This is an optimization exercise on Yosys and OpenROAD, whose aim is small area and a short achievable clock period, not a production implementation.
Only simulation tests tie the RTL to the original design; equivalence was not proved.

## flow/design.v (module list and top-level ports; edited modules follow where they fit)
// module fc_neuron: 1214 lines
// module fc_neuron_fa: 10 lines
// module fc_neuron_and: 7 lines
// module fc_neuron_ha: 9 lines
// module fc_neuron_sat: 61 lines
module fc_neuron #(
    parameter int unsigned RELU_EN = 0
) (
    input  logic        clk,
    input  logic        rst,
    input  logic [63:0] pooledPixelArray,
    input  logic [63:0] weight,
    output logic [7:0]  result
);
  // ...
==> flow/flow/run.sh <==
#!/bin/bash
# Standard ORFS layout, except that the port buffers are the smallest plain
# buffer instead of the delay cell buffer_ports picks by default.
set -euo pipefail
export BUFFER_PORTS_ARGS="-buffer_cell sky130_fd_sc_hd__buf_1"
bash standard.sh > standard.log 2>&1
==> flow/standard.sh <==
#!/bin/bash
# synth_recipe.tcl (not shown) runs the flow's synth.tcl, then flattens the netlist and writes it again
# the make line also repeats each setting of config.mk as NAME=value (left out here)
make -C /OpenROAD-flow-scripts/flow DESIGN_CONFIG=/design/flow/config.mk WORK_HOME=/design/flow/orfs CLKGATE_MAP_FILE= SYNTH_SCRIPT=/design/flow/synth_recipe.tcl "${@:-finish}"
==> flow/config.mk <==
export PLATFORM = sky130hd
export DESIGN_NAME = fc_neuron
export DESIGN_NICKNAME = fc_neuron
export VERILOG_FILES = /design/flow/design.v
export SDC_FILE = /design/flow/constraint.sdc
export NUM_CORES = 4
export LEC_CHECK = 0
export ABC_AREA = 1
export CAP_MARGIN = 20
export CORE_MARGIN = 2
export CORE_UTILIZATION = 40
export CTS_BUF_LIST = sky130_fd_sc_hd__clkbuf_2 sky130_fd_sc_hd__clkbuf_4
export SLEW_MARGIN = 20
export SYNTH_HIERARCHICAL = 1
export SYNTH_MINIMUM_KEEP_SIZE = 0
==> flow/constraint.sdc <==
create_clock -name core_clock -period 15.0 [get_ports {clk}]
set_input_delay 3.0000 -clock core_clock [delete_from_list [all_inputs] [get_ports {clk}]]
set_output_delay 3.0000 -clock core_clock [all_outputs]
set_load 0.01 [all_outputs]
==> results by group, run 1 <==
Run status
  – Status: complete, no violations

Logic synthesis
  – Mapped Cells: 1230
  – Syn. warnings: 8
  – Post-synth EDFFs: 0
  – Cell taking the most area after synthesis: fa_1
  – XOR/XNOR Fraction of Synth Area: 0%
  – Synth cell types: 13

Timing
  – Final Cycle Share: 60.2%
  – Final Max Slew Viols: 0
  – Post-route setup TNS: 0 ns
  – F_max: 111 MHz

GRT
  – Met2 usage: 41.8%
  – First-pass GRT wire length: 68.0 mm
  – Global-route usage over all layers: 26.3%

Finish
  – Area grow syn2layout: -2.28%
  – Count of multi-input combinational gates: 1066
  – NonClk Buf Share: 3.79%
  – Nets: 1887
  – # diodes: 0
  – Clock network area share: 0.166%
  – Area-dominant class: multi-input combinational cells
  – Inverters: 33

Die
  – Starting Density: 40.4%

Setup path
  – Critical Path AT: 9.16 ns
  – Crit path kind: in -> reg

Clock tree
  – Number of hold buffers added after cts: 0
==> inputs of run 2 (changes only) <==
--- a/flow/config.mk
+++ b/flow/config.mk
@@ -11,4 +11,5 @@
 export CORE_UTILIZATION = 40
 export CTS_BUF_LIST = sky130_fd_sc_hd__clkbuf_2 sky130_fd_sc_hd__clkbuf_4
+export GPL_ROUTABILITY_DRIVEN = 0
 export SLEW_MARGIN = 20
 export SYNTH_HIERARCHICAL = 1
==> run 2 against run 1 <==
Still clean. Die area is the same. Non-clock buffer count did not move. Worst hold slack gained 0.0022 ns. Cell area unchanged. Global-route usage down 0.10 points. Critical endpoint is now result_q[4].
==> results by group, run 2 <==
Timing
  – Tmin final: 9.04 ns (was 9.02 ns)
  – Final Max Slew Viols: 0 (unchanged)
  – Fin. Hold Viols: 0 (unchanged)
  – Final worst slack: 5.96 ns (was 5.98 ns)
  – Post-route setup TNS: 0 ns (unchanged)
  – Worst slew pin tran: 0.900 ns (was 1.01 ns)
  – F_max: 111 MHz (about the same)
  – Final setup fails: 0 (unchanged)
  – RSZ-0062 raised after global routing: no (unchanged)
  – Final Cycle Share: 60.3% (was 60.2%)
  – Max-slew headroom: 40.0% (was 32.5%)

Logic synthesis
  – Mapped Cells: 1230 (unchanged)
  – Leading post-synthesis cells by cell area: fa_1 71%, nand2_1 14%, buf_6 10%, ha_1 1.6%, dfxtp_1 1.2% (unchanged)
  – #FFs+latches synth: 8 (unchanged)
  – Cell area after synthesis: 13900 µm² (unchanged)
  – Synth cell types: 13 (unchanged)
  – Syn_area_per_cell: 11.3 µm² (unchanged)
  – Seq/Total Area, Yosys: 1.15% (unchanged)
  – Post-synth EDFFs: 0 (unchanged)
  – Ys async rst share: 0% (unchanged)
  – Cell taking the most area after synthesis: fa_1 (unchanged)
  – Yosys top cell area share: 70.6% (unchanged)
  – Syn. warnings: 8 (unchanged)
  – Most frequent cells after synthesis: 519 x nand2_1, 490 x fa_1, 128 x buf_6 (unchanged)
  – Synth Flop Type: dfxtp_1 (unchanged)
  – Top-count cell post-synth: nand2_1 (unchanged)

GRT
  – Global route overflow: 0 (unchanged)
  – First-pass GRT wire length: 67.8 mm (was 68.0 mm)
  – Global-route usage over all layers: 26.2% (was 26.3%)
  – Initial antenna violation count: 0 (unchanged)
  – Vias in the first global route: 10740 (was 10792)
  – Pin count of the biggest net entering global routing: 9 (unchanged)

Worst hold path
  – WHS Path Cells: 2 (unchanged)
  – Hold Crit Class: in -> reg (unchanged)

Setup path
  – Crit path kind: in -> reg (unchanged)
  – Critical Path RT: 15.19 ns (was 15.14 ns)
  – CP endpoint kind: flop (unchanged)
  – Max incr delay on CP: 0.62 ns (was 0.73 ns)
  – Critical Path Start Type: primary input (unchanged)
  – Critical Path AT: 9.23 ns (was 9.16 ns)
  – Crit path max-delay cell type: fa_1 (was buf_1)
  – CP max FO: 8 (unchanged)
  – CP dominant cell by count: fa_1 (unchanged)
  – CP cell instances: buf_1 > nand2_1 > fa_1 > fa_1 > fa_1 > fa_1 > fa_1 > fa_1 > fa_1 > fa_1 > fa_1 > ha_1 > nand2_1 > nor2_1 > nand2_4 > nand2_2 > nand2_4 > nor2_1 (was buf_1 > nand2_1 > fa_1 > fa_1 > fa_1 > fa_1 > fa_1 > fa_1 > fa_1 > fa_1 > fa_1 > ha_1 > nand2_1 > nor3_4 > nand2_1 > nand3_1 > nand2_2 > nand2_4 > nor2_1)

Clock tree
  – Number of hold buffers added after cts: 0 (unchanged)
  – Clock root cell: clkbuf_4 (unchanged)
  – Post-CTS Setup Bufs: 0 (unchanged)
  – CTS resizes: 0 (unchanged)
  – CTS clk-pin slew, worst paths: 0.05 ns (about the same)
  – H-tree levels: 1 (unchanged)
  – CTS tree: done (unchanged)
  – Bufs on Longest Clock Path: 2 (unchanged)
  – CTS sink count: 8 (unchanged)
  – Inserted Clock Buffers: 3 (unchanged)

Placement
  – Dpl hpwl: 40.4 mm (was 40.8 mm)
  – PortBufs: 137 (unchanged)
  – Pre-CTS WS: 5.79 ns (was 5.81 ns)

Drt
  – Initial drt markers: 936 (was 918)
  – Wirelength per Cell: 26.6 µm (was 26.7 µm)
  – Post-DRT Antenna Nets: 0 (unchanged)
  – # DRC: 0 (unchanged)
  – Routed wire length: 45.3 mm (was 45.5 mm)
  – Via count: 9422 (was 9381)
  – DR pass1 iterations: 5 (was 9)
  – DR vias/cell: 5.54 (was 5.51)

Finish
  – Commonest cells after routing, fill and taps aside: 519 x nand2_1, 490 x fa_1, 137 x buf_1 (unchanged)
  – Flip-flop count of the largest register after layout: 8 (unchanged)
  – # diodes: 0 (unchanged)
  – Largest Register: result_q (unchanged)
  – Area grow syn2layout: -2.28% (unchanged)
  – Layout cell share with drive strength beyond 1: 1.20% (unchanged)
  – Most common cell after layout, fill and taps aside: nand2_1 (unchanged)
  – Nets: 1887 (unchanged)
  – Top flop regs: result_q: 8 flops (unchanged)

Die
  – Die Ht: 190 µm (unchanged)
  – Starting Density: 40.4% (unchanged)
  – Ports: 138 (unchanged)
  – Die Wd: 190 µm (unchanged)
  – FP Rows: 68 (unchanged)
  – Core area: 34400 µm² (unchanged)
  – Die area: 36200 µm² (unchanged)

Run status
  – Status: complete, no violations (unchanged)

Flow run
  – Max_cap viols: 0 (unchanged)
-- run 2: path summary, 6_finish.rpt --
kind	start	endpoint	slack [ns]
setup / recovery	pooledPixelArray[0]	result_q[4]	5.96
hold / removal	rst	result_q[7]	2.99
-- run 2: through the flow --
| stage | hold slack, ns | instances | cell area, µm² | util (%) |
|---|---|---|---|---|
| 2_1_floorplan | 3.07 | 1235 | 13900 | - |
| 3_3_place_gp | 3.24 | 1699 | 13600 | 39.4 |
| 3_5_place_dp | 3.27 | 1699 | 13600 | 39.4 |
| 4_1_cts | 3.01 | 1702 | 13600 | 39.5 |
| 5_1_grt | 3.02 | 1702 | 13600 | 39.5 |
| 6_report | 2.99 | 1702 | 13600 | 39.5 |
-- run 2: worst max-delay path, delay by kind of cell --
family,cells,cell delay [ns]
fa+ha+maj,10,4.78
buf+inv,1,0.46
simple gates,7,0.97
-- run 2: cells by family (layout without fill, tap and decap cells) --
logic type,count (synthesis),in the layout,share of synthesized area [%]
AND/OR/NAND/NOR,548,548,15.2
other,1,6,0.0270
buffers and inverters,161,173,11.3
flip-flops,8,8,1.15
adder cells (fa/ha/maj),508,508,72.2
AO/OA/AOI/OAI,4,4,0.144
-- run 2: cell type report --
type | count | area, µm²
clock buffer | 3 | 22.5
fill | 3438 | 20800
inverter | 33 | 124
multi-input combinational | 1066 | 12200
sequential | 8 | 160
tap | 455 | 569
timing repair buffer | 137 | 514
-- run 2: Yosys stat by module (local to each module, per instance) --
module,flip-flops and latches,cell area (µm²),copies in the design,cells
fc_neuron,8,3620,1,669
fc_neuron_fa,0,20.0,490,1
fc_neuron_sat,0,364,1,63
fc_neuron_ha,0,12.5,8,1
-- run 2: per-layer routing --
| metal | routed length, µm | part of all wire [%] | vias up | GRT usage (%) |
|---|---|---|---|---|
| li1 | - | - | 3581 | - |
| met3 | 5160 | 11 | 133 | 5.65 |
| met2 | 21400 | 47 | 720 | 42.5 |
| met5 | 0 | 0 | - | 0 |
| met4 | 2180 | 4.8 | 0 | 10.0 |
| met1 | 16600 | 37 | 4988 | 34.5 |
==> inputs of run 3 (changes only) <==
--- a/flow/config.mk
+++ b/flow/config.mk
@@ -11,6 +11,5 @@
 export CORE_UTILIZATION = 40
 export CTS_BUF_LIST = sky130_fd_sc_hd__clkbuf_2 sky130_fd_sc_hd__clkbuf_4
-export GPL_ROUTABILITY_DRIVEN = 0
-export SLEW_MARGIN = 20
+export SLEW_MARGIN = 90
 export SYNTH_HIERARCHICAL = 1
 export SYNTH_MINIMUM_KEEP_SIZE = 0
==> run 3 against run 2 <==
Still clean on timing, DRC and antenna. Wire length grew 4.6%. Final cell count grew 17%. Utilization grew 7.9 points. Non-clock buffer count grew 287. Via count grew 12%. Sequential share of layout area shrank 0.20 points. Maximum frequency shrank 16%. Worst hold slack lost 0.044 ns. Global-route usage grew 1.2 points. Synthesized area is the same. Largest cell class unchanged.
==> results by group, run 3 <==
Placement
  – PortBufs: 137 (unchanged)
  – Gpl congestion: 1.01
  – Pre-CTS WS: 4.38 ns (was 5.79 ns)
  – Dpl hpwl: 44.7 mm (was 40.4 mm)

Drt
  – Initial drt markers: 1111 (was 936)
  – Routed wire length: 47.4 mm (was 45.3 mm)
  – DR pass1 iterations: 7 (was 5)
  – Via count: 10516 (was 9422)
  – # DRC: 0 (unchanged)
  – DR vias/cell: 5.29 (was 5.54)
  – Post-DRT Antenna Nets: 0 (unchanged)
  – Wirelength per Cell: 23.8 µm (was 26.6 µm)

Clock tree
  – CTS resizes: 0 (unchanged)
  – Post-CTS Setup Bufs: 0 (unchanged)
  – Clock root cell: clkbuf_4 (unchanged)
  – Inserted Clock Buffers: 3 (unchanged)
  – CTS sink count: 8 (unchanged)
  – CTS tree: done (unchanged)
  – Number of hold buffers added after cts: 0 (unchanged)
  – CTS clk-pin slew, worst paths: 0.05 ns (about the same)
  – H-tree levels: 1 (unchanged)
  – Bufs on Longest Clock Path: 2 (unchanged)

Die
  – Die Wd: 190 µm (unchanged)
  – Core area: 34400 µm² (unchanged)
  – Die area: 36200 µm² (unchanged)
  – Starting Density: 40.4% (unchanged)
  – Die Ht: 190 µm (unchanged)
  – Ports: 138 (unchanged)
  – FP Rows: 68 (unchanged)

GRT
  – Global-route usage over all layers: 27.3% (was 26.2%)
  – Initial antenna violation count: 0 (unchanged)
  – Global route overflow: 0 (unchanged)
  – Vias in the first global route: 12199 (was 10740)
  – First-pass GRT wire length: 72.2 mm (was 67.8 mm)
  – Pin count of the biggest net entering global routing: 9 (unchanged)

Finish
  – Nets: 2174 (was 1887)
  – Layout cell share with drive strength beyond 1: 40.8% (was 1.20%)
  – Reg area: 160 µm² (unchanged)
  – Commonest cells after routing, fill and taps aside: 414 x nand2_1, 404 x fa_1, 296 x buf_2 (was 519 x nand2_1, 490 x fa_1, 137 x buf_1)
  – Most common cell after layout, fill and taps aside: nand2_1 (unchanged)
  – Largest Register: result_q (unchanged)
  – Flip-flop count of the largest register after layout: 8 (unchanged)
  – Layout fillers: 3177 (was 3438)
  – Multi-input logic area: 12800 µm² (was 12200 µm²)
  – Top flop regs: result_q: 8 flops (unchanged)
  – Area grow syn2layout: 17.3% (was -2.28%)
  – # diodes: 0 (unchanged)

Logic synthesis
  – Yosys top cell area share: 70.6% (unchanged)
  – Most frequent cells after synthesis: 519 x nand2_1, 490 x fa_1, 128 x buf_6 (unchanged)
  – Post-synth EDFFs: 0 (unchanged)
  – Synth Flop Type: dfxtp_1 (unchanged)
  – Syn_area_per_cell: 11.3 µm² (unchanged)
  – #FFs+latches synth: 8 (unchanged)
  – Seq/Total Area, Yosys: 1.15% (unchanged)
  – Ys async rst share: 0% (unchanged)
  – Top-count cell post-synth: nand2_1 (unchanged)
  – Syn. warnings: 8 (unchanged)
  – Cell taking the most area after synthesis: fa_1 (unchanged)
  – Cell area after synthesis: 13900 µm² (unchanged)
  – Synth cell types: 13 (unchanged)
  – Leading post-synthesis cells by cell area: fa_1 71%, nand2_1 14%, buf_6 10%, ha_1 1.6%, dfxtp_1 1.2% (unchanged)
  – Mapped Cells: 1230 (unchanged)

Setup path
  – Delay-heaviest family, CP: adder cells (unchanged)
  – Crit path kind: in -> reg (unchanged)
  – CP dominant cell by count: fa_1 (unchanged)
  – Critical Path Start Type: primary input (unchanged)
  – CP endpoint kind: flop (unchanged)
  – Critical Path AT: 10.98 ns (was 9.23 ns)
  – Critical path buffer and inverter count: 11 (was 1)
  – CP max FO: 8 (unchanged)
  – Critical Path RT: 15.18 ns (was 15.19 ns)
  – Max incr delay on CP: 0.53 ns (was 0.62 ns)
  – Crit path max-delay cell type: clkdlybuf4s50_1 (was fa_1)

Timing
  – Final Cycle Share: 72.0% (was 60.3%)
  – Post-route setup TNS: 0 ns (unchanged)
  – Final worst slack: 4.19 ns (was 5.96 ns)
  – Final Max Slew Viols: 0 (unchanged)
  – Fin. Hold Viols: 0 (unchanged)
  – F_max: 92.5 MHz (was 111 MHz)
  – RSZ-0062 raised after global routing: no (unchanged)
  – Tmin final: 10.81 ns (was 9.04 ns)
  – Final setup fails: 0 (unchanged)

Flow run
  – Max_cap viols: 0 (unchanged)

Worst hold path
  – Hold Crit Class: in -> reg (unchanged)

Run status
  – Status: complete, no violations (unchanged)
[run 3: cell counts after synthesis]
No cell type changed its count.
[run 3: per-layer routing]
metal  global-route usage [%]  part of all wire (%)  up-vias
met3                     3.74                   9.7      141
met4                     13.0                   5.8        0
li1                         -                     -     4166
met1                     36.6                    37     5431
met5                        0                     0        -
met2                     44.2                    47      778
[run 3: layout make-up]
type,instances,area share [%]
repair buffers,424,15.9
flip-flops and latches,8,0.983
well taps,455,3.49
clock buffers,3,0.138
inverters,33,0.760
multi-input cells,1066,78.7
[run 3: cell families (layout without fill, tap and decap cells)]
logic type | Yosys count | in the layout | synth area share [%]
compound gates | 4 | 4 | 0.144
simple gates | 548 | 548 | 15.2
buf+inv | 161 | 460 | 11.3
flops | 8 | 8 | 1.15
other cells | 1 | 6 | 0.0270
fa+ha+maj | 508 | 508 | 72.2
[run 3: per-stage QoR]
stage / util, % / std cells / hold slack, ns / area, µm²
2_1_floorplan: - / 1235 / 3.07 / 13900
3_3_place_gp: 39.4 / 1699 / 3.24 / 13600
3_5_place_dp: 47.0 / 1980 / 3.24 / 16200
4_1_cts: 47.1 / 1983 / 2.98 / 16200
5_1_grt: 47.4 / 1989 / 2.93 / 16300
6_report: 47.4 / 1989 / 2.94 / 16300
[run 3: modules after synthesis (local to each module, per instance)]
| module | cells inside | flops+latches | area (µm²) | copies in the design |
|---|---|---|---|---|
| fc_neuron_sat | 63 | 0 | 364 | 1 |
| fc_neuron | 669 | 8 | 3620 | 1 |
| fc_neuron_fa | 1 | 0 | 20.0 | 490 |
| fc_neuron_ha | 1 | 0 | 12.5 | 8 |
[run 3: path summary, 6_finish.rpt]
kind	start	end	slack, ns	cells past startpoint
max	weight[59]	result_q[6]	4.19	28
min	rst	result_q[7]	2.94	2
==> inputs of run 4 (changes only) <==
--- a/flow/config.mk
+++ b/flow/config.mk
@@ -11,5 +11,5 @@
 export CORE_UTILIZATION = 40
 export CTS_BUF_LIST = sky130_fd_sc_hd__clkbuf_2 sky130_fd_sc_hd__clkbuf_4
-export SLEW_MARGIN = 90
+export SLEW_MARGIN = 85
 export SYNTH_HIERARCHICAL = 1
 export SYNTH_MINIMUM_KEEP_SIZE = 0
==> run 4 against run 3 <==
Critical path depth is 6 lower. Wire length is 3.6% lower. Die area stayed put. Cell area is 13% lower. Sequential share of layout area is 0.15 points higher. First-iteration DRC count is 9.9% lower. Critical path type unchanged. Largest cell class unchanged.
==> results by group, run 4 <==
Drt
  – # DRC: 0 (unchanged)
  – Post-DRT Antenna Nets: 0 (unchanged)
  – Routed wire length: 45.7 mm (was 47.4 mm)
  – DR pass1 iterations: 8 (was 7)
  – Initial drt markers: 1001 (was 1111)
  – DR vias/cell: 5.47 (was 5.29)
  – Via count: 9679 (was 10516)
  – Wirelength per Cell: 25.8 µm (was 23.8 µm)

Clock tree
  – Clock root cell: clkbuf_4 (unchanged)
  – CTS sink count: 8 (unchanged)
  – Bufs on Longest Clock Path: 2 (unchanged)
  – CTS tree: done (unchanged)
  – CTS clk-pin slew, worst paths: 0.05 ns (about the same)
  – H-tree levels: 1 (unchanged)
  – Inserted Clock Buffers: 3 (unchanged)
  – CTS resizes: 0 (unchanged)
  – Number of hold buffers added after cts: 0 (unchanged)
  – Post-CTS Setup Bufs: 0 (unchanged)

GRT
  – Initial antenna violation count: 0 (unchanged)
  – Vias in the first global route: 10990 (was 12199)
  – Global-route usage over all layers: 26.3% (was 27.3%)
  – Global route overflow: 0 (unchanged)
  – Pin count of the biggest net entering global routing: 9 (unchanged)
  – First-pass GRT wire length: 68.8 mm (was 72.2 mm)

Placement
  – Placed cell area: 14100 µm² (was 16200 µm²)
  – PortBufs: 137 (unchanged)
  – Gpl congestion: 1.01 (unchanged)
  – Pre-CTS WS: 6.01 ns (was 4.38 ns)
  – Dpl hpwl: 42.4 mm (was 44.7 mm)

Flow run
  – Max_cap viols: 0 (unchanged)

Die
  – Die area: 36200 µm² (unchanged)
  – FP Rows: 68 (unchanged)
  – Ports: 138 (unchanged)
  – Die Ht: 190 µm (unchanged)
  – Starting Density: 40.4% (unchanged)
  – Die Wd: 190 µm (unchanged)
  – Core area: 34400 µm² (unchanged)

Finish
  – Layout fillers: 3373 (was 3177)
  – # diodes: 0 (unchanged)
  – Largest Register: result_q (unchanged)
  – Layout cell share with drive strength beyond 1: 16.5% (was 40.8%)
  – Nets: 1954 (was 2174)
  – Most common cell after layout, fill and taps aside: nand2_1 (unchanged)
  – Area grow syn2layout: 2.14% (was 17.3%)
  – Flip-flop count of the largest register after layout: 8 (unchanged)
  – Top flop regs: result_q: 8 flops (unchanged)
  – Final Core Density: 41.3% (was 47.4%)
  – Commonest cells after routing, fill and taps aside: 519 x nand2_1, 485 x fa_1, 158 x buf_2 (was 414 x nand2_1, 404 x fa_1, 296 x buf_2)
  – Multi-input logic area: 12200 µm² (was 12800 µm²)
  – Reg area: 160 µm² (unchanged)
  – Fin area: 14200 µm² (was 16300 µm²)

Run status
  – Status: complete, no violations (unchanged)

Timing
  – Final setup fails: 0 (unchanged)
  – Final Max Slew Viols: 0 (unchanged)
  – Final worst slack: 6.23 ns (was 4.19 ns)
  – F_max: 114 MHz (was 92.5 MHz)
  – Post-route setup TNS: 0 ns (unchanged)
  – Final Cycle Share: 58.5% (was 72.0%)
  – Fin. Hold Viols: 0 (unchanged)
  – RSZ-0062 raised after global routing: no (unchanged)
  – Tmin final: 8.77 ns (was 10.81 ns)

Logic synthesis
  – Syn_area_per_cell: 11.3 µm² (unchanged)
  – Syn. warnings: 8 (unchanged)
  – Top-count cell post-synth: nand2_1 (unchanged)
  – Cell taking the most area after synthesis: fa_1 (unchanged)
  – Yosys top cell area share: 70.6% (unchanged)
  – Most frequent cells after synthesis: 519 x nand2_1, 490 x fa_1, 128 x buf_6 (unchanged)
  – Ys async rst share: 0% (unchanged)
  – Post-synth EDFFs: 0 (unchanged)
  – Mapped Cells: 1230 (unchanged)
  – Seq/Total Area, Yosys: 1.15% (unchanged)
  – Leading post-synthesis cells by cell area: fa_1 71%, nand2_1 14%, buf_6 10%, ha_1 1.6%, dfxtp_1 1.2% (unchanged)
  – Cell area after synthesis: 13900 µm² (unchanged)
  – Synth cell types: 13 (unchanged)
  – #FFs+latches synth: 8 (unchanged)
  – Synth Flop Type: dfxtp_1 (unchanged)

Setup path
  – Critical Path RT: 15.13 ns (was 15.18 ns)
  – Crit path kind: in -> reg (unchanged)
  – CP endpoint kind: flop (unchanged)
  – Critical Path Start Type: primary input (unchanged)
  – CP max FO: 7 (was 8)
  – Critical Path AT: 8.91 ns (was 10.98 ns)

Worst hold path
  – Hold Crit Class: in -> reg (unchanged)
-- run 4: cell types whose count changed in the layout (fill, tap and decap cells not counted), sizes merged --
cell / change
buf: -108
clkdlybuf4s15: -39
clkdlybuf4s18: -41
clkdlybuf4s50: -3
clkbuf: -29
-- run 4: Yosys stat by module (local to each module, per instance) --
module         cells  copies in the design  flip-flops and latches  cell area (µm²)
fc_neuron_sat     63                     1                       0              364
fc_neuron_ha       1                     8                       0             12.5
fc_neuron_fa       1                   490                       0             20.0
fc_neuron        669                     1                       8             3620
-- run 4: kinds of logic (layout without fill, tap and decap cells) --
group / after synthesis / after routing / synth area share (%)
AOI/OAI and AO/OA: 4 / 4 / 0.144
adders and majority gates: 508 / 508 / 72.2
buffers and inverters: 161 / 240 / 11.3
DFF: 8 / 8 / 1.15
other: 1 / 6 / 0.0270
and+or+nand+nor: 548 / 548 / 15.2
-- run 4: final cells by class --
cell class	count	area share, %
timing repair buffer	204	7.77
clock buffer	3	0.159
tap	455	4.01
multi-input combinational	1066	86.1
inverter	33	0.873
sequential	8	1.13
-- run 4: metal layers --
layer / track usage, % / share of wire, % / up-vias
li1: - / - / 3719
met5: 0 / 0 / -
met3: 3.92 / 11 / 127
met4: 12.3 / 5.6 / 0
met1: 35.9 / 37 / 5084
met2: 41.8 / 46 / 749
-- run 4: path summary, 6_finish.rpt --
check / end / slack (ns) / from / cells after the start
hold / removal: result_q[7] / 2.99 / rst / 2
setup / recovery: result_q[6] / 6.23 / pooledPixelArray[52] / 22
-- run 4: worst max-delay path, cell delays in order --
cell and delay [ns]:
buf_2 0.07, buf_2 0.19, buf_2 0.24, nand2_1 0.11, fa_1 0.45, fa_1 0.49, fa_1 0.53, fa_1 0.46
fa_1 0.42, fa_1 0.50, fa_1 0.39, fa_1 0.51, fa_1 0.42, ha_1 0.28, nand2_1 0.08, nor3_4 0.17
buf_2 0.19, nand2_1 0.06, nand3_1 0.09, nand2_2 0.08, nand2_4 0.09, nor2_1 0.06
-- run 4: stage by stage --
stage	hold WS [ns]	std cells
2_1_floorplan	3.07	1235
3_3_place_gp	3.24	1699
3_5_place_dp	3.25	1762
4_1_cts	2.99	1765
5_1_grt	2.99	1769
6_report	2.99	1769
==> inputs of run 5 (changes only) <==
--- a/flow/config.mk
+++ b/flow/config.mk
@@ -11,5 +11,5 @@
 export CORE_UTILIZATION = 40
 export CTS_BUF_LIST = sky130_fd_sc_hd__clkbuf_2 sky130_fd_sc_hd__clkbuf_4
-export SLEW_MARGIN = 85
+export SLEW_MARGIN = 65
 export SYNTH_HIERARCHICAL = 1
 export SYNTH_MINIMUM_KEEP_SIZE = 0
==> run 5 against run 4 <==
Clock-buffer cell count is the same. Utilization down 1.4 points. Synthesized cell count is the same. Sequential share of layout area about the same. Largest cell class unchanged. Flip-flop and latch count did not move. Highest routed layer unchanged. Worst hold slack lost 0.0084 ns. Synthesized area is the same.
==> results by group, run 5 <==
Logic synthesis
  – #FFs+latches synth: 8 (unchanged)
  – Seq/Total Area, Yosys: 1.15% (unchanged)
  – Post-synth EDFFs: 0 (unchanged)
  – Syn. warnings: 8 (unchanged)
  – Leading post-synthesis cells by cell area: fa_1 71%, nand2_1 14%, buf_6 10%, ha_1 1.6%, dfxtp_1 1.2% (unchanged)
  – Synth cell types: 13 (unchanged)
  – Cell taking the most area after synthesis: fa_1 (unchanged)
  – Syn_area_per_cell: 11.3 µm² (unchanged)
  – Mapped Cells: 1230 (unchanged)
  – Most frequent cells after synthesis: 519 x nand2_1, 490 x fa_1, 128 x buf_6 (unchanged)
  – Ys async rst share: 0% (unchanged)
  – Synth Flop Type: dfxtp_1 (unchanged)
  – Top-count cell post-synth: nand2_1 (unchanged)
  – Yosys top cell area share: 70.6% (unchanged)
  – Cell area after synthesis: 13900 µm² (unchanged)

Die
  – FP Rows: 68 (unchanged)
  – Die Ht: 190 µm (unchanged)
  – Die Wd: 190 µm (unchanged)
  – Ports: 138 (unchanged)
  – Die area: 36200 µm² (unchanged)
  – Starting Density: 40.4% (unchanged)
  – Core area: 34400 µm² (unchanged)

Clock tree
  – Post-CTS Setup Bufs: 0 (unchanged)
  – CTS resizes: 0 (unchanged)
  – CTS sink count: 8 (unchanged)
  – Number of hold buffers added after cts: 0 (unchanged)
  – CTS clk-pin slew, worst paths: 0.05 ns (about the same)
  – Bufs on Longest Clock Path: 2 (unchanged)
  – H-tree levels: 1 (unchanged)
  – Clock root cell: clkbuf_4 (unchanged)
  – CTS tree: done (unchanged)
  – Inserted Clock Buffers: 3 (unchanged)

Timing
  – Fin. Hold Viols: 0 (unchanged)
  – RSZ-0062 raised after global routing: no (unchanged)
  – Tmin final: 8.86 ns (was 8.77 ns)
  – Post-route setup TNS: 0 ns (unchanged)
  – Final worst slack: 6.14 ns (was 6.23 ns)
  – Hold WS: 2.99 ns (about the same)
  – Final setup fails: 0 (unchanged)
  – Final Cycle Share: 59.1% (was 58.5%)
  – Max-slew headroom: 62.8%
  – F_max: 113 MHz (was 114 MHz)
  – Worst slew pin tran: 0.558 ns
  – Final Max Slew Viols: 0 (unchanged)

Finish
  – # diodes: 0 (unchanged)
  – Flip-flop count of the largest register after layout: 8 (unchanged)
  – Non-filler instance count after layout: 1708 (was 1769)
  – Fin area: 13700 µm² (was 14200 µm²)
  – Area grow syn2layout: -1.22% (was 2.14%)
  – Nets: 1893 (was 1954)
  – Most common cell after layout, fill and taps aside: nand2_1 (unchanged)
  – Commonest cells after routing, fill and taps aside: 519 x nand2_1, 490 x fa_1, 62 x buf_2 (was 519 x nand2_1, 485 x fa_1, 158 x buf_2)
  – Top flop regs: result_q: 8 flops (unchanged)
  – Layout cell share with drive strength beyond 1: 8.94% (was 16.5%)
  – Largest Register: result_q (unchanged)
  – Final Core Density: 39.9% (was 41.3%)
  – Layout fillers: 3379 (was 3373)

GRT
  – Initial antenna violation count: 0 (unchanged)
  – Vias in the first global route: 10894 (was 10990)
  – First-pass GRT wire length: 68.8 mm (about the same)
  – Pin count of the biggest net entering global routing: 9 (unchanged)
  – Global route overflow: 0 (unchanged)
  – Global-route usage over all layers: 26.4% (was 26.3%)

Flow run
  – Max_cap viols: 0 (unchanged)

Drt
  – Routed wire length: 45.6 mm (was 45.7 mm)
  – Via count: 9446 (was 9679)
  – DR vias/cell: 5.53 (was 5.47)
  – Post-DRT Antenna Nets: 0 (unchanged)
  – DR pass1 iterations: 5 (was 8)
  – Wirelength per Cell: 26.7 µm (was 25.8 µm)
  – # DRC: 0 (unchanged)
  – Initial drt markers: 994 (was 1001)

Setup path
  – Crit path kind: in -> reg (unchanged)
  – Critical Path Start Type: primary input (unchanged)
  – CP endpoint kind: flop (unchanged)
  – Critical Path RT: 15.14 ns (was 15.13 ns)
  – Critical Path AT: 9.00 ns (was 8.91 ns)
  – CP max FO: 8 (was 7)

Placement
  – Placed Cells: 1703 (was 1762)
  – Pre-CTS WS: 5.91 ns (was 6.01 ns)
  – Gpl congestion: 1.01 (unchanged)
  – PortBufs: 137 (unchanged)
  – Placed cell area: 13600 µm² (was 14100 µm²)
  – Dpl hpwl: 40.8 mm (was 42.4 mm)

Worst hold path
  – Hold Crit Class: in -> reg (unchanged)
  – WHS Path Cells: 2 (unchanged)
  – Hold EP: result_q[7] (unchanged)
  – Hold Crit Start: rst (unchanged)

Run status
  – Status: complete, no violations (unchanged)
[run 5: per-layer routing]
metal  routed length, µm  vias to the layer above  GRT usage (%)
met5                   0                        -              0
met2               21500                      732           43.2
met3                5250                      126           5.48
li1                    -                     3594              -
met1               16600                     4994           34.8
met4                2190                        0           9.81
[run 5: cells by family (layout without fill, tap and decap cells)]
kind of cell               Yosys count  count (layout)  synth area share (%)
and+or+nand+nor                    548             548                  15.2
adders and majority gates          508             508                  72.2
buffers and inverters              161             179                  11.3
DFF                                  8               8                  1.15
AOI/OAI and AO/OA                    4               4                 0.144
other                                1               6                0.0270
[run 5: worst max path at each step]
| stage | from | endpoint | slack (ns) | depth (start not counted) |
|---|---|---|---|---|
| global placement | pooledPixelArray[60] | result_q[4] | 5.83 | 19 |
| floorplan | pooledPixelArray[23] | result_q[0] | 6.74 | 20 |
| global route | weight[3] | result_q[5] | 5.92 | 19 |
| CTS | pooledPixelArray[11] | result_q[2] | 6.17 | 20 |
| detailed placement | pooledPixelArray[11] | result_q[2] | 5.91 | 20 |
| finish | weight[12] | result_q[2] | 6.14 | 20 |
[run 5: area by class of cell]
cell class	count	area, µm²	share of cell area [%]
Inverter	33	124	0.903
Timing Repair Buffer	143	657	4.79
Multi-Input combinational cell	1066	12200	88.8
Sequential cell	8	160	1.17
Clock buffer	3	22.5	0.164
Tap cell	455	569	4.15
[run 5: critical path: stages]
cell     delay [ns]
buf_1          0.41
nand2_1        0.16
fa_1           0.61
fa_1           0.47
fa_1           0.40
fa_1           0.40
fa_1           0.46
fa_1           0.51
inv_1          0.08
fa_1           0.48
fa_1           0.52
fa_1           0.43
ha_1           0.31
nand2_1        0.09
nor3_4         0.27
nand2_1        0.09
nand3_1        0.10
nand2_2        0.08
nand2_4        0.09
nor2_1         0.05
[run 5: modules after synthesis (local to each module, per instance)]
module	flops+latches	cells inside	copies in the design
fc_neuron_ha	0	1	8
fc_neuron_sat	0	63	1
fc_neuron_fa	0	1	490
fc_neuron	8	669	1
==> inputs of run 6 (changes only) <==
--- a/flow/config.mk
+++ b/flow/config.mk
@@ -11,5 +11,5 @@
 export CORE_UTILIZATION = 40
 export CTS_BUF_LIST = sky130_fd_sc_hd__clkbuf_2 sky130_fd_sc_hd__clkbuf_4
-export SLEW_MARGIN = 65
+export SLEW_MARGIN = 80
 export SYNTH_HIERARCHICAL = 1
 export SYNTH_MINIMUM_KEEP_SIZE = 0
==> run 6 against run 5 <==
Still clean on timing, DRC and antenna. Clock-buffer cell count unchanged. Wire length about the same. Final cell count increased by 0.12%. Worst setup slack improved by 0.17 ns. Maximum frequency increased by 1.9%. Global-route usage about the same. Cell area increased by 0.67%. Critical path type unchanged.
==> results by group, run 6 <==
Die
  – Starting Density: 40.4% (unchanged)
  – Die Wd: 190 µm (unchanged)
  – FP Rows: 68 (unchanged)
  – Ports: 138 (unchanged)
  – Die Ht: 190 µm (unchanged)
  – Core area: 34400 µm² (unchanged)
  – Die area: 36200 µm² (unchanged)

Logic synthesis
  – Post-synth EDFFs: 0 (unchanged)
  – #FFs+latches synth: 8 (unchanged)
  – Yosys top cell area share: 70.6% (unchanged)
  – Most frequent cells after synthesis: 519 x nand2_1, 490 x fa_1, 128 x buf_6 (unchanged)
  – Cell taking the most area after synthesis: fa_1 (unchanged)
  – Syn_area_per_cell: 11.3 µm² (unchanged)
  – Seq/Total Area, Yosys: 1.15% (unchanged)
  – Leading post-synthesis cells by cell area: fa_1 71%, nand2_1 14%, buf_6 10%, ha_1 1.6%, dfxtp_1 1.2% (unchanged)
  – Ys async rst share: 0% (unchanged)
  – Syn. warnings: 8 (unchanged)
  – Synth Flop Type: dfxtp_1 (unchanged)
  – Synth cell types: 13 (unchanged)
  – Cell area after synthesis: 13900 µm² (unchanged)
  – Top-count cell post-synth: nand2_1 (unchanged)
  – Mapped Cells: 1230 (unchanged)

Finish
  – Most common cell after layout, fill and taps aside: nand2_1 (unchanged)
  – Area grow syn2layout: -0.558% (was -1.22%)
  – Commonest cells after routing, fill and taps aside: 519 x nand2_1, 490 x fa_1, 125 x buf_2 (was 519 x nand2_1, 490 x fa_1, 62 x buf_2)
  – Layout fillers: 3399 (was 3379)
  – Layout cell share with drive strength beyond 1: 12.1% (was 8.94%)
  – Largest Register: result_q (unchanged)
  – Nets: 1895 (was 1893)
  – Flip-flop count of the largest register after layout: 8 (unchanged)
  – # diodes: 0 (unchanged)
  – Final Core Density: 40.2% (was 39.9%)
  – Top flop regs: result_q: 8 flops (unchanged)

Placement
  – PortBufs: 137 (unchanged)
  – Pre-CTS WS: 6.09 ns (was 5.91 ns)
  – Gpl congestion: 1.01 (unchanged)
  – Dpl hpwl: 41.2 mm (was 40.8 mm)

Clock tree
  – Bufs on Longest Clock Path: 2 (unchanged)
  – Clock root cell: clkbuf_4 (unchanged)
  – CTS clk-pin slew, worst paths: 0.05 ns (about the same)
  – H-tree levels: 1 (unchanged)
  – Post-CTS Setup Bufs: 0 (unchanged)
  – CTS sink count: 8 (unchanged)
  – Inserted Clock Buffers: 3 (unchanged)
  – CTS resizes: 0 (unchanged)
  – Number of hold buffers added after cts: 0 (unchanged)
  – CTS tree: done (unchanged)

Flow run
  – Max_cap viols: 0 (unchanged)

Timing
  – RSZ-0062 raised after global routing: no (unchanged)
  – Final setup fails: 0 (unchanged)
  – Fin. Hold Viols: 0 (unchanged)
  – Final worst slack: 6.31 ns (was 6.14 ns)
  – Tmin final: 8.69 ns (was 8.86 ns)
  – Final Cycle Share: 58.0% (was 59.1%)
  – Hold WS: 3.01 ns (was 2.99 ns)
  – F_max: 115 MHz (was 113 MHz)
  – Final Max Slew Viols: 0 (unchanged)
  – Post-route setup TNS: 0 ns (unchanged)

Drt
  – Post-DRT Antenna Nets: 0 (unchanged)
  – Wirelength per Cell: 26.7 µm (about the same)
  – Initial drt markers: 990 (was 994)
  – # DRC: 0 (unchanged)
  – DR vias/cell: 5.51 (was 5.53)
  – Via count: 9416 (was 9446)
  – DR pass1 iterations: 5 (unchanged)
  – Routed wire length: 45.6 mm (about the same)

Run status
  – Status: complete, no violations (unchanged)

Setup path
  – Crit path max-delay cell type: fa_1 (unchanged)
  – Critical Path Start Type: primary input (unchanged)
  – CP cell instances: buf_2 > nand2_1 > fa_1 > fa_1 > fa_1 > fa_1 > fa_1 > fa_1 > inv_1 > fa_1 > fa_1 > fa_1 > ha_1 > nand2_1 > nor3_4 > buf_2 > nand2_1 > nand3_1 > nand2_2 > nand2_4 > nor2_1 (was buf_1 > nand2_1 > fa_1 > fa_1 > fa_1 > fa_1 > fa_1 > fa_1 > inv_1 > fa_1 > fa_1 > fa_1 > ha_1 > nand2_1 > nor3_4 > nand2_1 > nand3_1 > nand2_2 > nand2_4 > nor2_1)
  – CP dominant cell by count: fa_1 (unchanged)
  – Critical Path AT: 8.83 ns (was 9.00 ns)
  – CP endpoint kind: flop (unchanged)
  – CP max FO: 8 (unchanged)
  – Max incr delay on CP: 0.52 ns (was 0.61 ns)
  – Crit path kind: in -> reg (unchanged)
  – Critical Path RT: 15.13 ns (was 15.14 ns)

GRT
  – Initial antenna violation count: 0 (unchanged)
  – First-pass GRT wire length: 68.5 mm (was 68.8 mm)
  – Global-route usage over all layers: 26.4% (about the same)
  – Vias in the first global route: 10867 (was 10894)
  – Pin count of the biggest net entering global routing: 9 (unchanged)
  – Global route overflow: 0 (unchanged)

Worst hold path
  – Hold Crit Class: in -> reg (unchanged)
==> run 6: critical path: cells and delay by family <==
family                   cells  cell delay [ns]
adder cells (fa/ha/maj)     10             4.60
buffers and inverters        3             0.50
AND/OR/NAND/NOR              8             0.70
==> run 6: worst paths after layout <==
check | startpoint | to | slack (ns) | cells past startpoint
worst max-delay path | pooledPixelArray[11] | result_q[5] | 6.31 | 21
worst min-delay path | rst | result_q[7] | 3.01 | 2
==> run 6: cell type report <==
cell class | count | area [µm²] | area share (%)
Multi-Input combinational cell | 1066 | 12200 | 88.3
Timing Repair Buffer | 145 | 742 | 5.37
Tap cell | 455 | 569 | 4.12
Sequential cell | 8 | 160 | 1.16
Inverter | 33 | 124 | 0.897
Clock buffer | 3 | 22.5 | 0.163
==> run 6: Yosys stat by module (local to each module, per instance) <==
module,flops+latches,cells inside,cell area [µm²],times used
fc_neuron,8,669,3620,1
fc_neuron_ha,0,1,12.5,8
fc_neuron_fa,0,1,20.0,490
fc_neuron_sat,0,63,364,1
==> run 6: kinds of logic after synthesis <==
group / Yosys count / synth area share, %
other cells: 1 / 0.0270
flops: 8 / 1.15
fa+ha+maj: 508 / 72.2
buf+inv: 161 / 11.3
simple gates: 548 / 15.2
compound gates: 4 / 0.144
==> run 6: stage by stage <==
stage | cells | cell area (µm²)
final | 1710 | 13800
after global routing | 1710 | 13800
after CTS | 1710 | 13800
after detailed placement | 1707 | 13800
after global placement | 1699 | 13600
after floorplan | 1235 | 13900
==> run 6: metal layers <==
metal	wire [µm]	GRT usage, %
met2	21100	41.8
met1	17200	35.4
met4	2490	12.2
met5	0	0
met3	4780	4.95
==> inputs of run 7 (changes only) <==
--- a/flow/config.mk
+++ b/flow/config.mk
@@ -11,5 +11,5 @@
 export CORE_UTILIZATION = 40
 export CTS_BUF_LIST = sky130_fd_sc_hd__clkbuf_2 sky130_fd_sc_hd__clkbuf_4
-export SLEW_MARGIN = 80
+export SLEW_MARGIN = 75
 export SYNTH_HIERARCHICAL = 1
 export SYNTH_MINIMUM_KEEP_SIZE = 0
==> run 7 against run 6 <==
Still clean. Flip-flop and latch count is the same. Maximum frequency grew 0.37%. Synthesized cell count is the same. Non-clock buffer count shrank 8. Die area is the same. Via count grew 0.40%. Critical endpoint is now result_q[0]. Largest cell class unchanged. Highest routed layer unchanged.
==> results by group, run 7 <==
Timing
  – F_max: 115 MHz (about the same)
  – RSZ-0062 raised after global routing: no (unchanged)
  – Final setup fails: 0 (unchanged)
  – Post-route setup TNS: 0 ns (unchanged)
  – Final Max Slew Viols: 0 (unchanged)
  – Fin. Hold Viols: 0 (unchanged)
  – Final worst slack: 6.34 ns (was 6.31 ns)
  – Tmin final: 8.66 ns (was 8.69 ns)
  – Final Cycle Share: 57.7% (was 58.0%)
  – Hold WS: 2.97 ns (was 3.01 ns)

Finish
  – Area grow syn2layout: -1.03% (was -0.558%)
  – Top flop regs: result_q: 8 flops (unchanged)
  – Layout fillers: 3417 (was 3399)
  – Largest Register: result_q (unchanged)
  – Layout cell share with drive strength beyond 1: 11.5% (was 12.1%)
  – Flip-flop count of the largest register after layout: 8 (unchanged)
  – Most common cell after layout, fill and taps aside: nand2_1 (unchanged)
  – Commonest cells after routing, fill and taps aside: 519 x nand2_1, 490 x fa_1, 125 x buf_2 (unchanged)
  – # diodes: 0 (unchanged)
  – Nets: 1887 (was 1895)

Clock tree
  – CTS clk-pin slew, worst paths: 0.05 ns (about the same)
  – Post-CTS Setup Bufs: 0 (unchanged)
  – Bufs on Longest Clock Path: 2 (unchanged)
  – Inserted Clock Buffers: 3 (unchanged)
  – CTS sink count: 8 (unchanged)
  – Number of hold buffers added after cts: 0 (unchanged)
  – CTS tree: done (unchanged)
  – Clock root cell: clkbuf_4 (unchanged)
  – CTS resizes: 0 (unchanged)
  – H-tree levels: 1 (unchanged)

Setup path
  – Max incr delay on CP: 0.54 ns (was 0.52 ns)
  – Critical Path AT: 8.81 ns (was 8.83 ns)
  – Critical path buffer and inverter count: 2 (was 3)
  – Critical Path RT: 15.15 ns (was 15.13 ns)
  – Delay-heaviest family, CP: adder cells (unchanged)
  – Crit path kind: in -> reg (unchanged)
  – Crit path max-delay cell type: fa_1 (unchanged)
  – CP endpoint kind: flop (unchanged)
  – Critical Path Start Type: primary input (unchanged)
  – CP cell instances: buf_2 > nand2_1 > fa_1 > fa_1 > fa_1 > fa_1 > fa_1 > fa_1 > inv_1 > fa_1 > fa_1 > fa_1 > ha_1 > nand2_1 > nor3_4 > nand2_1 > nand3_1 > nand2_2 > nand2_4 > nor2_1 (was buf_2 > nand2_1 > fa_1 > fa_1 > fa_1 > fa_1 > fa_1 > fa_1 > inv_1 > fa_1 > fa_1 > fa_1 > ha_1 > nand2_1 > nor3_4 > buf_2 > nand2_1 > nand3_1 > nand2_2 > nand2_4 > nor2_1)
  – CP max FO: 8 (unchanged)
  – CP dominant cell by count: fa_1 (unchanged)

Logic synthesis
  – Syn. warnings: 8 (unchanged)
  – Most frequent cells after synthesis: 519 x nand2_1, 490 x fa_1, 128 x buf_6 (unchanged)
  – #FFs+latches synth: 8 (unchanged)
  – Top-count cell post-synth: nand2_1 (unchanged)
  – Ys async rst share: 0% (unchanged)
  – Leading post-synthesis cells by cell area: fa_1 71%, nand2_1 14%, buf_6 10%, ha_1 1.6%, dfxtp_1 1.2% (unchanged)
  – Cell taking the most area after synthesis: fa_1 (unchanged)
  – Yosys top cell area share: 70.6% (unchanged)
  – Cell area after synthesis: 13900 µm² (unchanged)
  – Post-synth EDFFs: 0 (unchanged)
  – Syn_area_per_cell: 11.3 µm² (unchanged)
  – Seq/Total Area, Yosys: 1.15% (unchanged)
  – Mapped Cells: 1230 (unchanged)
  – Synth cell types: 13 (unchanged)
  – Synth Flop Type: dfxtp_1 (unchanged)

Die
  – Die area: 36200 µm² (unchanged)
  – Starting Density: 40.4% (unchanged)
  – Core area: 34400 µm² (unchanged)
  – Die Wd: 190 µm (unchanged)
  – Ports: 138 (unchanged)
  – FP Rows: 68 (unchanged)
  – Die Ht: 190 µm (unchanged)

GRT
  – Global route overflow: 0 (unchanged)
  – First-pass GRT wire length: 68.2 mm (was 68.5 mm)
  – Vias in the first global route: 10838 (was 10867)
  – Pin count of the biggest net entering global routing: 9 (unchanged)
  – Global-route usage over all layers: 26.3% (was 26.4%)
  – Initial antenna violation count: 0 (unchanged)

Drt
  – # DRC: 0 (unchanged)
  – DR pass1 iterations: 5 (unchanged)
  – Initial drt markers: 890 (was 990)
  – Routed wire length: 45.5 mm (was 45.6 mm)
  – Wirelength per Cell: 26.7 µm (about the same)
  – DR vias/cell: 5.55 (was 5.51)
  – Via count: 9454 (was 9416)
  – Post-DRT Antenna Nets: 0 (unchanged)

Flow run
  – Max_cap viols: 0 (unchanged)

Placement
  – Dpl hpwl: 40.7 mm (was 41.2 mm)
  – Gpl congestion: 1.01 (unchanged)
  – PortBufs: 137 (unchanged)
  – Pre-CTS WS: 6.06 ns (was 6.09 ns)

Run status
  – Status: complete, no violations (unchanged)

Worst hold path
  – Hold Crit Class: in -> reg (unchanged)
==> run 7: final cells by class <==
class                           count  area (µm²)  area share [%]
Sequential cell                     8         160            1.16
Clock buffer                        3        22.5           0.164
Inverter                           33         124           0.901
Tap cell                          455         569            4.14
Multi-Input combinational cell   1066       12200            88.7
Timing Repair Buffer              137         677            4.92
==> run 7: modules after synthesis (local to each module, per instance) <==
module / copies in the design / flip-flops and latches / cell area (µm²)
fc_neuron_ha: 8 / 0 / 12.5
fc_neuron_sat: 1 / 0 / 364
fc_neuron_fa: 490 / 0 / 20.0
fc_neuron: 1 / 8 / 3620
==> run 7: per-stage QoR <==
stage | area (µm²) | util [%] | instances
after floorplan | 13900 | - | 1235
after global placement | 13600 | 39.4 | 1699
after detailed placement | 13700 | 39.9 | 1699
after CTS | 13700 | 40.0 | 1702
after global routing | 13800 | 40.0 | 1702
final | 13800 | 40.0 | 1702
==> run 7: per-layer routing <==
layer	up-vias	share of wire [%]	track usage, %
met5	-	0	0
met4	0	5.8	12.1
met3	129	12	6.72
met2	742	46	42.0
met1	5000	36	33.9
li1	3583	-	-
==> run 7: kinds of logic after synthesis <==
| group | Yosys count | share of synthesized area, % |
|---|---|---|
| fa+ha+maj | 508 | 72.2 |
| compound gates | 4 | 0.144 |
| simple gates | 548 | 15.2 |
| other cells | 1 | 0.0270 |
| buf+inv | 161 | 11.3 |
| flops | 8 | 1.15 |
==> run 7: worst paths after layout <==
| check | start | to | slack [ns] | depth (start not counted) |
|---|---|---|---|---|
| hold / removal | rst | result_q[7] | 2.97 | 2 |
| setup / recovery | pooledPixelArray[27] | result_q[0] | 6.34 | 20 |

what the ideal ports hide:
The results above use ideal ports. As a check the final layouts listed here were re-extracted and re-timed, cells and wires unchanged. Step 1 (the two cells are an assumption about what drives the block):
set clk [get_ports {clk}]
set_driving_cell -lib_cell sky130_fd_sc_hd__clkbuf_16 $clk
set_driving_cell -lib_cell sky130_fd_sc_hd__buf_2 [delete_from_list [all_inputs] $clk]
Step 2 times the ports against the registers' clock, not the clock port: input delays grow and output delays shrink by t, the midpoint of the rising clock arrivals with the driver on. Slacks: no drivers / after step 1 / after step 2; pairs: no drivers / after step 1.
| run | t (ns) | setup slack, ns | hold WS [ns] | worst slew at a driven data input, ns |
|---|---|---|---|---|
| run 1 | 0.265 | 5.976 / 5.954 / 5.689 | 2.986 / 2.998 / 3.262 | 0.04 |
| run 2 | 0.271 | 5.960 / 5.957 / 5.686 | 2.988 / 2.988 / 3.259 | 0.05 |
| run 3 | 0.273 | 4.194 / 4.195 / 3.922 | 2.944 / 2.956 / 3.229 | 0.04 |
| run 4 | 0.268 | 6.228 / 6.231 / 5.963 | 2.994 / 2.996 / 3.264 | 0.04 |
| run 5 | 0.273 | 6.137 / 6.128 / 5.856 | 2.986 / 2.991 / 3.264 | 0.05 |
| run 6 | 0.264 | 6.307 / 6.296 / 6.032 | 3.010 / 3.014 / 3.278 | 0.04 |
| run 7 | 0.279 | 6.339 / 6.339 / 6.061 | 2.970 / 2.982 / 3.260 | 0.04 |
After both steps every run listed still meets setup and hold. The setup slack of run 1, which loses most, moves by -0.022 ns with the drivers and by -0.287 ns with both steps.
